What follows belongs to an exercise in optimizing a design on an open flow for a short achievable clock period and few clock cycles; a production flow would make more cautious choices.
The RTL was checked by simulation tests, not by an equivalence proof against the original design.
Power and IR drop assume default switching activity.

<file path="flow/config.mk">
export PLATFORM = sky130hd
export DESIGN_NAME = pipelineCore
export DESIGN_NICKNAME = pipelineCore
export VERILOG_FILES = /design/flow/design.v
export SDC_FILE = /design/flow/constraint.sdc
export NUM_CORES = 8
export LEC_CHECK = 0
export CAP_MARGIN = 20
export CORE_MARGIN = 2
export CORE_UTILIZATION = 40
export SLEW_MARGIN = 20
</file>
<file path="flow/run.sh">
#!/bin/bash
# synth_recipe.tcl (not shown) runs the flow's synth.tcl, then flattens the netlist and writes it again
# the make line also repeats each setting of config.mk as NAME=value (left out here)
make -C /OpenROAD-flow-scripts/flow DESIGN_CONFIG=/design/flow/config.mk WORK_HOME=/design/flow/orfs CLKGATE_MAP_FILE= SYNTH_SCRIPT=/design/flow/synth_recipe.tcl finish
</file>
<file path="flow/design.v">
`default_nettype none
package isaPkg;
    typedef enum logic [5:0] {
        opAlu  = 6'h00,   
        opAddi = 6'h08,
        opLw   = 6'h23,
        opSw   = 6'h2b,
        opBeqz = 6'h04,
        opBltz = 6'h01,
        opJ    = 6'h02    
    } opcodeT;
    typedef enum logic [3:0] {
        aluAdd = 4'h0,
        aluSub = 4'h1,
        aluAnd = 4'h2,
        aluOr  = 4'h3,
        aluXor = 4'h4,
        aluSlt = 4'h5     
    } aluFuncT;
    typedef struct packed {
        opcodeT      opcode;
        logic [4:0]  rd;
        logic [4:0]  rs;
        logic [4:0]  rt;
        logic [6:0]  spare;   
        aluFuncT     func;
    } rTypeT;
    typedef struct packed {
        opcodeT      opcode;
        logic [4:0]  rd;      
        logic [4:0]  rs;
        logic [15:0] imm;
    } iTypeT;
    typedef union packed {
        rTypeT r;
        iTypeT i;
    } instrWordT;
    localparam instrWordT instrNop = '0;   
endpackage
`default_nettype wire
`default_nettype none
package corePkg;
    localparam int dataWidth    = 32;
    localparam int regAddrWidth = 5;
    localparam int numRegs      = 32;
    localparam int dataMemDepth     = 64;
    localparam int dataMemAddrWidth = $clog2(dataMemDepth);
    typedef enum logic [1:0] {
        fwdReg = 2'd0,   
        fwdEx  = 2'd1,   
        fwdMem = 2'd2,   
        fwdWb  = 2'd3    
    } fwdSelT;
endpackage
`default_nettype wire
`timescale 1ns/1ns
`default_nettype none
module fetchStage (
    input  wire logic                           clk,
    input  wire logic                           rstN,
    input  wire logic                           stall,
    input  wire logic                           redirect,
    input  wire logic [corePkg::dataWidth-1:0]  redirectTarget,
    output logic      [corePkg::dataWidth-1:0]  fetchAddr,
    input  wire isaPkg::instrWordT              fetchInstr,
    output isaPkg::instrWordT                   idInstr,
    output logic      [corePkg::dataWidth-1:0]  idPc
);
    logic [corePkg::dataWidth-1:0] pc;
    logic [corePkg::dataWidth-1:0] pcPlus4;
    assign pcPlus4   = pc + corePkg::dataWidth'(4);
    assign fetchAddr = pc;   
    always_ff @(posedge clk or negedge rstN) begin
        if (!rstN) begin
            pc      <= '0;
            idInstr <= isaPkg::instrNop;
            idPc    <= '0;
        end else if (redirect) begin
            pc      <= redirectTarget;
            idInstr <= isaPkg::instrNop;   
            idPc    <= pc;
        end else if (!stall) begin
            pc      <= pcPlus4;
            idInstr <= fetchInstr;
            idPc    <= pc;
        end
    end
endmodule
`default_nettype wire
`timescale 1ns/1ns
`default_nettype none
module registerFile (
    input  wire logic                              clk,
    input  wire logic                              rstN,
    input  wire logic [corePkg::regAddrWidth-1:0]  readAddrA,
    input  wire logic [corePkg::regAddrWidth-1:0]  readAddrB,
    output logic      [corePkg::dataWidth-1:0]     readDataA,
    output logic      [corePkg::dataWidth-1:0]     readDataB,
    input  wire logic                              writeEnable,
    input  wire logic [corePkg::regAddrWidth-1:0]  writeAddr,
    input  wire logic [corePkg::dataWidth-1:0]     writeData
);
    logic [corePkg::dataWidth-1:0] regs [1:corePkg::numRegs-1];   
    always_ff @(posedge clk or negedge rstN) begin
        if (!rstN) begin
            for (int i = 1; i < corePkg::numRegs; i++) begin
                regs[i] <= '0;
            end
        end else if (writeEnable && writeAddr != '0) begin
            regs[writeAddr] <= writeData;
        end
    end
    assign readDataA = (readAddrA == '0) ? '0 : regs[readAddrA];
    assign readDataB = (readAddrB == '0) ? '0 : regs[readAddrB];
endmodule
`default_nettype wire
`timescale 1ns/1ns
`default_nettype none
module hazardUnit (
    input  wire logic [corePkg::regAddrWidth-1:0]  idRs,
    input  wire logic [corePkg::regAddrWidth-1:0]  idRt,
    input  wire logic [corePkg::regAddrWidth-1:0]  exDest,
    input  wire logic                              exRegWrite,
    input  wire logic                              exMemRead,
    input  wire logic [corePkg::regAddrWidth-1:0]  memDest,
    input  wire logic                              memRegWrite,
    input  wire logic [corePkg::regAddrWidth-1:0]  wbDest,
    input  wire logic                              wbEnable,
    output corePkg::fwdSelT                        fwdSelA,
    output corePkg::fwdSelT                        fwdSelB,
    output logic                                   stall
);
    function automatic corePkg::fwdSelT pickSource(
        input logic [corePkg::regAddrWidth-1:0] src
    );
        pickSource = corePkg::fwdReg;
        if (src != '0) begin   
            if (exRegWrite && exDest == src) begin
                pickSource = corePkg::fwdEx;
            end else if (memRegWrite && memDest == src) begin
                pickSource = corePkg::fwdMem;
            end else if (wbEnable && wbDest == src) begin
                pickSource = corePkg::fwdWb;
            end
        end
    endfunction
    always_comb begin
        fwdSelA = pickSource(idRs);
        fwdSelB = pickSource(idRt);
    end
    assign stall = exMemRead && exDest != '0
                   && (exDest == idRs || exDest == idRt);
endmodule
`default_nettype wire
`timescale 1ns/1ns
`default_nettype none
module decodeStage (
    input  wire logic                              clk,
    input  wire logic                              rstN,
    input  wire isaPkg::instrWordT                 idInstr,
    input  wire logic [corePkg::dataWidth-1:0]     idPc,
    input  wire logic                              stall,
    input  wire corePkg::fwdSelT                   fwdSelA,
    input  wire corePkg::fwdSelT                   fwdSelB,
    input  wire logic [corePkg::dataWidth-1:0]     exAluResult,
    input  wire logic [corePkg::dataWidth-1:0]     memResult,
    input  wire logic [corePkg::dataWidth-1:0]     wbData,
    input  wire logic                              wbEnable,
    input  wire logic [corePkg::regAddrWidth-1:0]  wbDest,
    output logic      [corePkg::regAddrWidth-1:0]  idRs,
    output logic      [corePkg::regAddrWidth-1:0]  idRt,
    output logic                                   redirect,
    output logic      [corePkg::dataWidth-1:0]     redirectTarget,
    output isaPkg::aluFuncT                        exAluOp,
    output logic      [corePkg::dataWidth-1:0]     exOperandA,
    output logic      [corePkg::dataWidth-1:0]     exOperandB,
    output logic      [corePkg::dataWidth-1:0]     exStoreData,
    output logic      [corePkg::regAddrWidth-1:0]  exDest,
    output logic                                   exRegWrite,
    output logic                                   exMemRead,
    output logic                                   exMemWrite
);
    localparam int W = corePkg::dataWidth;
    isaPkg::opcodeT                    opcode;
    isaPkg::aluFuncT                   aluOp;
    logic [corePkg::regAddrWidth-1:0]  dest;
    logic                              regWrite, memRead, memWrite, useImm;
    logic [W-1:0]                      regDataA, regDataB, srcA, srcB;
    logic [W-1:0]                      immExt, branchOffset, jumpOffset;
    logic                              taken;
    function automatic logic [W-1:0] pickOperand(
        input corePkg::fwdSelT sel,
        input logic [W-1:0]    regVal,
        input logic [W-1:0]    exVal,
        input logic [W-1:0]    memVal,
        input logic [W-1:0]    wbVal
    );
        case (sel)
            corePkg::fwdEx:  pickOperand = exVal;
            corePkg::fwdMem: pickOperand = memVal;
            corePkg::fwdWb:  pickOperand = wbVal;
            default:         pickOperand = regVal;
        endcase
    endfunction
    assign opcode = idInstr.i.opcode;   
    assign idRs   = (opcode == isaPkg::opJ) ? '0 : idInstr.i.rs;
    assign idRt   = (opcode == isaPkg::opAlu) ? idInstr.r.rt :
                    (opcode == isaPkg::opSw)  ? idInstr.i.rd : '0;   
    always_comb begin
        aluOp    = isaPkg::aluAdd;   
        dest     = '0;
        regWrite = 1'b0;
        memRead  = 1'b0;
        memWrite = 1'b0;
        useImm   = 1'b1;
        case (opcode)
            isaPkg::opAlu: begin
                aluOp    = idInstr.r.func;
                dest     = idInstr.r.rd;
                regWrite = 1'b1;
                useImm   = 1'b0;
            end
            isaPkg::opAddi: begin
                dest     = idInstr.i.rd;
                regWrite = 1'b1;
            end
            isaPkg::opLw: begin
                dest     = idInstr.i.rd;
                regWrite = 1'b1;
                memRead  = 1'b1;
            end
            isaPkg::opSw:  memWrite = 1'b1;
            default:       ;   
        endcase
    end
    registerFile i_registerFile (
        .clk         (clk),
        .rstN        (rstN),
        .readAddrA   (idRs),
        .readAddrB   (idRt),
        .readDataA   (regDataA),
        .readDataB   (regDataB),
        .writeEnable (wbEnable),
        .writeAddr   (wbDest),
        .writeData   (wbData)
    );
    assign srcA = pickOperand(fwdSelA, regDataA, exAluResult, memResult, wbData);
    assign srcB = pickOperand(fwdSelB, regDataB, exAluResult, memResult, wbData);
    assign immExt       = {{(W-16){idInstr.i.imm[15]}}, idInstr.i.imm};
    assign branchOffset = {immExt[W-3:0], 2'b00};
    assign jumpOffset   = {{(W-28){idInstr.i.rd[4]}}, idInstr.i.rd, idInstr.i.rs,
                           idInstr.i.imm, 2'b00};   
    always_comb begin
        case (opcode)
            isaPkg::opBeqz: taken = (srcA == '0);   
            isaPkg::opBltz: taken = srcA[W-1];      
            isaPkg::opJ:    taken = 1'b1;
            default:        taken = 1'b0;
        endcase
    end
    assign redirect       = taken && !stall;   
    assign redirectTarget = idPc + ((opcode == isaPkg::opJ) ? jumpOffset : branchOffset);
    always_ff @(posedge clk or negedge rstN) begin
        if (!rstN) begin
            exAluOp    <= isaPkg::aluAdd;
            exDest     <= '0;
            exRegWrite <= 1'b0;
            exMemRead  <= 1'b0;
            exMemWrite <= 1'b0;
        end else begin
            exAluOp    <= stall ? isaPkg::aluAdd : aluOp;   
            exDest     <= stall ? '0 : dest;
            exRegWrite <= regWrite && !stall;
            exMemRead  <= memRead && !stall;
            exMemWrite <= memWrite && !stall;
        end
    end
    always_ff @(posedge clk) begin
        exOperandA  <= srcA;
        exOperandB  <= useImm ? immExt : srcB;
        exStoreData <= srcB;
    end
endmodule
`default_nettype wire
`timescale 1ns/1ns
`default_nettype none
module executeStage (
    input  wire logic                              clk,
    input  wire logic                              rstN,
    input  wire isaPkg::aluFuncT                   exAluOp,
    input  wire logic [corePkg::dataWidth-1:0]     exOperandA,
    input  wire logic [corePkg::dataWidth-1:0]     exOperandB,
    input  wire logic [corePkg::dataWidth-1:0]     exStoreData,
    input  wire logic [corePkg::regAddrWidth-1:0]  exDest,
    input  wire logic                              exRegWrite,
    input  wire logic                              exMemRead,
    input  wire logic                              exMemWrite,
    output logic      [corePkg::dataWidth-1:0]     exAluResult,
    output logic      [corePkg::dataWidth-1:0]     memAluOut,
    output logic      [corePkg::dataWidth-1:0]     memStoreData,
    output logic      [corePkg::regAddrWidth-1:0]  memDest,
    output logic                                   memRegWrite,
    output logic                                   memMemRead,
    output logic                                   memMemWrite
);
    always_comb begin
        case (exAluOp)
            isaPkg::aluSub: exAluResult = exOperandA - exOperandB;
            isaPkg::aluAnd: exAluResult = exOperandA & exOperandB;
            isaPkg::aluOr:  exAluResult = exOperandA | exOperandB;
            isaPkg::aluXor: exAluResult = exOperandA ^ exOperandB;
            isaPkg::aluSlt: exAluResult = {{(corePkg::dataWidth-1){1'b0}},
                                           $signed(exOperandA) < $signed(exOperandB)};
            default:        exAluResult = exOperandA + exOperandB;   
        endcase
    end
    always_ff @(posedge clk or negedge rstN) begin
        if (!rstN) begin
            memDest     <= '0;
            memRegWrite <= 1'b0;
            memMemRead  <= 1'b0;
            memMemWrite <= 1'b0;
        end else begin
            memDest     <= exDest;
            memRegWrite <= exRegWrite;
            memMemRead  <= exMemRead;
            memMemWrite <= exMemWrite;
        end
    end
    always_ff @(posedge clk) begin
        memAluOut    <= exAluResult;
        memStoreData <= exStoreData;
    end
endmodule
`default_nettype wire
`timescale 1ns/1ns
`default_nettype none
module memoryStage (
    input  wire logic                              clk,
    input  wire logic                              rstN,
    input  wire logic [corePkg::dataWidth-1:0]     memAluOut,
    input  wire logic [corePkg::dataWidth-1:0]     memStoreData,
    input  wire logic [corePkg::regAddrWidth-1:0]  memDest,
    input  wire logic                              memRegWrite,
    input  wire logic                              memMemRead,
    input  wire logic                              memMemWrite,
    output logic      [corePkg::dataWidth-1:0]     memResult,
    output logic                                   wbEnable,
    output logic      [corePkg::regAddrWidth-1:0]  wbDest,
    output logic      [corePkg::dataWidth-1:0]     wbData
);
    logic [corePkg::dataWidth-1:0]        dataMem [corePkg::dataMemDepth];
    logic [corePkg::dataMemAddrWidth-1:0] wordIdx;
    assign wordIdx = memAluOut[corePkg::dataMemAddrWidth+1:2];   
    always_ff @(posedge clk or negedge rstN) begin
        if (!rstN) begin
            for (int i = 0; i < corePkg::dataMemDepth; i++) begin
                dataMem[i] <= '0;
            end
        end else if (memMemWrite) begin
            dataMem[wordIdx] <= memStoreData;
        end
    end
    assign memResult = memMemRead ? dataMem[wordIdx] : memAluOut;   
    always_ff @(posedge clk or negedge rstN) begin
        if (!rstN) begin
            wbEnable <= 1'b0;
            wbDest   <= '0;
        end else begin
            wbEnable <= memRegWrite && memDest != '0;   
            wbDest   <= memDest;
        end
    end
    always_ff @(posedge clk) begin
        wbData <= memResult;
    end
endmodule
`default_nettype wire
`timescale 1ns/1ns
`default_nettype none
module pipelineCore (
    input  wire logic                              clk,
    input  wire logic                              rstN,
    output logic      [corePkg::dataWidth-1:0]     fetchAddr,
    input  wire isaPkg::instrWordT                 fetchInstr,
    output logic                                   wbEnable,
    output logic      [corePkg::regAddrWidth-1:0]  wbDest,
    output logic      [corePkg::dataWidth-1:0]     wbData
);
    isaPkg::instrWordT                 idInstr;
    logic [corePkg::dataWidth-1:0]     idPc, redirectTarget;
    logic                              stall, redirect;
    logic [corePkg::regAddrWidth-1:0]  idRs, idRt;
    corePkg::fwdSelT                   fwdSelA, fwdSelB;
    isaPkg::aluFuncT                   exAluOp;
    logic [corePkg::dataWidth-1:0]     exOperandA, exOperandB, exStoreData, exAluResult;
    logic [corePkg::regAddrWidth-1:0]  exDest;
    logic                              exRegWrite, exMemRead, exMemWrite;
    logic [corePkg::dataWidth-1:0]     memAluOut, memStoreData, memResult;
    logic [corePkg::regAddrWidth-1:0]  memDest;
    logic                              memRegWrite, memMemRead, memMemWrite;
    fetchStage i_fetchStage (
        .clk, .rstN, .stall, .redirect, .redirectTarget,
        .fetchAddr, .fetchInstr, .idInstr, .idPc
    );
    hazardUnit i_hazardUnit (
        .idRs, .idRt, .exDest, .exRegWrite, .exMemRead,
        .memDest, .memRegWrite, .wbDest, .wbEnable,
        .fwdSelA, .fwdSelB, .stall
    );
    decodeStage i_decodeStage (
        .clk, .rstN, .idInstr, .idPc, .stall,
        .fwdSelA, .fwdSelB,
        .exAluResult, .memResult, .wbData, .wbEnable, .wbDest,
        .idRs, .idRt, .redirect, .redirectTarget,
        .exAluOp, .exOperandA, .exOperandB, .exStoreData,
        .exDest, .exRegWrite, .exMemRead, .exMemWrite
    );
    executeStage i_executeStage (
        .clk, .rstN, .exAluOp, .exOperandA, .exOperandB, .exStoreData,
        .exDest, .exRegWrite, .exMemRead, .exMemWrite,
        .exAluResult, .memAluOut, .memStoreData,
        .memDest, .memRegWrite, .memMemRead, .memMemWrite
    );
    memoryStage i_memoryStage (
        .clk, .rstN, .memAluOut, .memStoreData,
        .memDest, .memRegWrite, .memMemRead, .memMemWrite,
        .memResult, .wbEnable, .wbDest, .wbData
    );
endmodule
`default_nettype wire
</file>
<file path="flow/constraint.sdc">
create_clock -name core_clock -period 10.0 [get_ports {clk}]
set_input_delay 2.0000 -clock core_clock [delete_from_list [all_inputs] [get_ports {clk}]]
set_output_delay 2.0000 -clock core_clock [all_outputs]
set_load 0.01 [all_outputs]
</file>
==> reports/metrics.cfg <==
[timing]
period_share_pct = 85.90
max_freq_mhz = 116.4
min_period_ns = 8.590
slew_viol_final = 0
rsz0062_at_grt = no
setup_viol_count_final = 0
hold_viol = 0
skew_ns = 0.05913
slew_headroom_pct = 8.324
tns_ns = 0
tightest_slew_ns = 1.371

[floorplanning]
die_w_um = 631.8
dieArea_mm2 = 0.3992
fp-row-count = 230
start_util_pct = 40.17
io_pins = 104
die_h_um = 631.8
coreArea_mm2 = 0.3925

[power_and_ir_drop]
p_per_area_mw_per_mm2 = 175.6
leakage_nw = 85.83
irDropWorstVdd_v = 0.0001754

[route]
dr_wl_met2_um = 294700
routed.top_layer = met5
first_pass_iters = 14
drcViolationCount = 0
m1WireLength_um = 282600
wl_met3_um = 116500
drt_wl_total_um = 754400
wl_per_cell_um = 41.45
vias = 130300
via_per_inst = 7.158
drtAntennaViolNets = 0
drt_iter0_markers = 21790

[setup_path]
crit_path_max_fanout = 24
setup.worst_path.class = flip-flop to flip-flop
cp_data_required_time_ns = 10.88
worst_setup_path_end_kind = flip-flop
critPathLaunchType = flip-flop
worstPathArrival_ns = 9.47

[synth]
ys.flop_type = dfrtp_1
seq_area_frac_synth_pct = 52.63
synth_edf_count = 0
ys_types = 98
synth_top_family_by_area = multiplexers
synth_area_mm2 = 0.1577
syn_avg_cell_area_um2 = 12.23
synthesis.nets = 13060
synthSimpleGateAreaFrac_pct = 6.837
yosysWarnings = 8
synth_compound_area_share_pct = 13.36
ys_seq_elements = 3354
synthAdderAreaFrac_pct = 1.038
async_flop_share_pct = 94.28
synth.area.mux_share_pct = 22.51
synth_xor_area_share_pct = 0.3166
syn_inst = 12900

[cells_and_area]
nets = 12790
layout_commonest_cell = dfrtp_1
syn2layout_area_growth_pct = 13.52
final_cell_mix = 3155 x dfrtp_1, 3078 x mux2_2, 1056 x a22oi_1, 480 x buf_4, 399 x nand2_1
utilization_pct = 45.60
drive_above_1_share_pct = 35.10

[global_route]
grt_start_max_net_pins = 160
grt_remaining_overflow = 0
track_usage_pct = 36.69
grt_pass1_vias = 122900
grt_pass1_wl_um = 1027000
antenna_found_initial = 81

[clock_tree]
ctsRootBufferMaster = clkbuf_16
cts_resized = 0
htreeDepth = 5
clock_latency_ns = 1.02
postCtsSetupRepairBufs = 0
clock-sinks = 3354
cts_buffer_depth = 4
clk_pin_slew_ns = 0.06
cts-hold-fix-buffers = 0
numCtsBuffers = 356
cts_tree = yes

[outcome]
status = no timing/DRC/antenna violations

[placement]
hpwl_um = 451100
routabilityCongestion = 1.004
portBuffers = 103

[hold_path]
min_path_type = flip-flop to flip-flop

[run]
drv_cap = 0

[registers in the layout (all words and copies together), names as in the netlist]
| name | cells |
|---|---|
| i_executeStage.memMemWrite | 1 |
| i_fetchStage.idPc | 32 |
| i_memoryStage.dataMem | 2048 |
| i_fetchStage.idInstr | 32 |
| i_memoryStage.wbData | 32 |
| i_decodeStage.exStoreData | 32 |
| i_memoryStage.wbDest | 5 |
| i_executeStage.memMemRead | 1 |
| i_decodeStage.exAluOp | 4 |
| i_decodeStage.exMemWrite | 1 |
| i_decodeStage.exOperandA | 32 |
| i_fetchStage.pc | 32 |
| i_executeStage.memStoreData | 32 |
| i_executeStage.memAluOut | 32 |
| i_decodeStage.exDest | 5 |
| i_decodeStage.i_registerFile.regs | 992 |
| i_decodeStage.exMemRead | 1 |
| i_decodeStage.exOperandB | 32 |
| i_decodeStage.exRegWrite | 1 |
| i_memoryStage.wbEnable | 1 |
| i_executeStage.memDest | 5 |
| i_executeStage.memRegWrite | 1 |
[cells in the mapped netlist, types with 192 or more instances]
cell type,instances,area [um2]
dfrtp_1,3162,79130
mux2_2,3078,34660
a22oi_1,1056,7928
clkbuf_1,849,3187
nand2_1,470,1764
nor2_1,346,1299
buf_1,337,1265
nand4_1,289,1808
a22o_1,288,2522
a221oi_1,272,2382
a21oi_1,269,1346
nand3_1,230,1151
and3_1,203,1270
dfxtp_1,192,3844
[where the power goes]
part	internal [W]	leakage, nW	total [W]	switching [W]
combinational	0.000850	34.2	0.00323	0.00238
clock	0.00810	6.01	0.0140	0.00594
sequential	0.0138	45.6	0.0142	0.000365
[stage by stage]
stage / instance area (um2) / worst slack [ns] / instances / total power (W) / hold slack [ns]
6_report: 179000 / 1.410 / 18200 / 0.03143 / 0.3003
5_1_grt: 178900 / 1.525 / 18160 / 0.03208 / 0.3104
4_1_cts: 178800 / 2.150 / 18150 / 0.03126 / 0.2992
3_5_place_dp: 166600 / 2.152 / 17490 / 0.01747 / 0.3120
3_3_place_gp: 166600 / 2.118 / 17490 / 0.01747 / 0.3096
2_1_floorplan: 157700 / 5.277 / 12900 / 0.01572 / 0.3096
[cells by family after synthesis]
logic type	count (synthesis)
simple gates	2063
flops	3354
mux	3158
buf+inv	1374
xor+xnor	57
compound gates	2761
fa+ha+maj	129
[path summary, 6_finish.rpt]
check / to / cells after the start / slack [ns] / startpoint
worst min-delay path: i_executeStage.memStoreData[18]$_DFF_P_ / 0 / 0.30 / i_decodeStage.exStoreData[18]$_DFF_P_
worst max-delay path: i_fetchStage.pc[5]$_DFFE_PN0P_ / 20 / 1.41 / i_fetchStage.idInstr[26]$_DFFE_PN0P_
worst min register to register: i_executeStage.memStoreData[18]$_DFF_P_ / 0 / 0.30 / i_decodeStage.exStoreData[18]$_DFF_P_
min in group asynchronous: i_memoryStage.dataMem[19][8]$_DFFE_PN0P_ / 1 / 0.92 / rstN
worst max register to register: i_fetchStage.pc[5]$_DFFE_PN0P_ / 20 / 1.41 / i_fetchStage.idInstr[26]$_DFFE_PN0P_
max in group asynchronous: i_decodeStage.i_registerFile.regs[27][18]$_DFFE_PN0P_ / 3 / 6.45 / rstN
[worst max-delay path: stages (launching register included)]
cell	delay [ns]
dfrtp_1	0.49
or4b_1	0.97
o21ai_4	0.81
buf_4	0.42
nor2_2	0.29
buf_4	0.33
buf_4	0.20
a22oi_1	0.15
nand4_1	0.14
o32ai_1	0.88
o21ai_0	0.20
a211oi_1	0.53
nand4_1	0.18
nor4_1	0.86
nand4_1	0.34
a2111oi_4	0.33
buf_4	0.32
nor2_4	0.18
buf_4	0.28
mux2_2	0.29
o22a_1	0.19
[final cells by class]
class	instances	area (um2)
Clock buffer	534	10610
Clock inverter	127	1563
Inverter	141	529.3
Tap cell	5220	6531
Sequential cell	3354	83060
Multi-Input combinational cell	8168	71410
Timing Repair Buffer	609	5149
Antenna cell	50	125.1
Fill cell	35960	213600
[metal layers]
| metal | GRT usage, % | vias up |
|---|---|---|
| li1 | - | 48450 |
| met1 | 48.30 | 67100 |
| met2 | 49.78 | 11440 |
| met3 | 15.28 | 3257 |
| met4 | 22.13 | 54 |
| met5 | 0.3623 | - |
Testbench counts, summed over its fixed seeds: cycles 67,995.

[static timing again, ports no longer ideal]
The flow's constraints put no driver on any port. The routed layout listed below was extracted and timed again, unchanged, in two steps.
Step 1 (the two cells are an assumption about what drives the block):
set clk [get_ports {clk}]
set_driving_cell -lib_cell sky130_fd_sc_hd__clkbuf_16 $clk
set_driving_cell -lib_cell sky130_fd_sc_hd__buf_2 [delete_from_list [all_inputs] $clk]
Step 2, shift: input delay + t, output delay - t, t = (earliest + latest rising clock arrival at the registers) / 2. This alone moves slack from input paths to output paths.
a / b / c = ideal / step 1 / step 2; a / b = the first two.
shift t [ns]: 1.094
setup slack, ns: 1.410 / 1.410 / 1.410
worst hold slack (ns): 0.300 / 0.300 / 0.300
worst setup path after step 2: register to register
After both steps setup and hold are still met in this run. For this run, drivers alone change the setup slack by 0.000 ns; drivers and shift together by 0.000 ns.
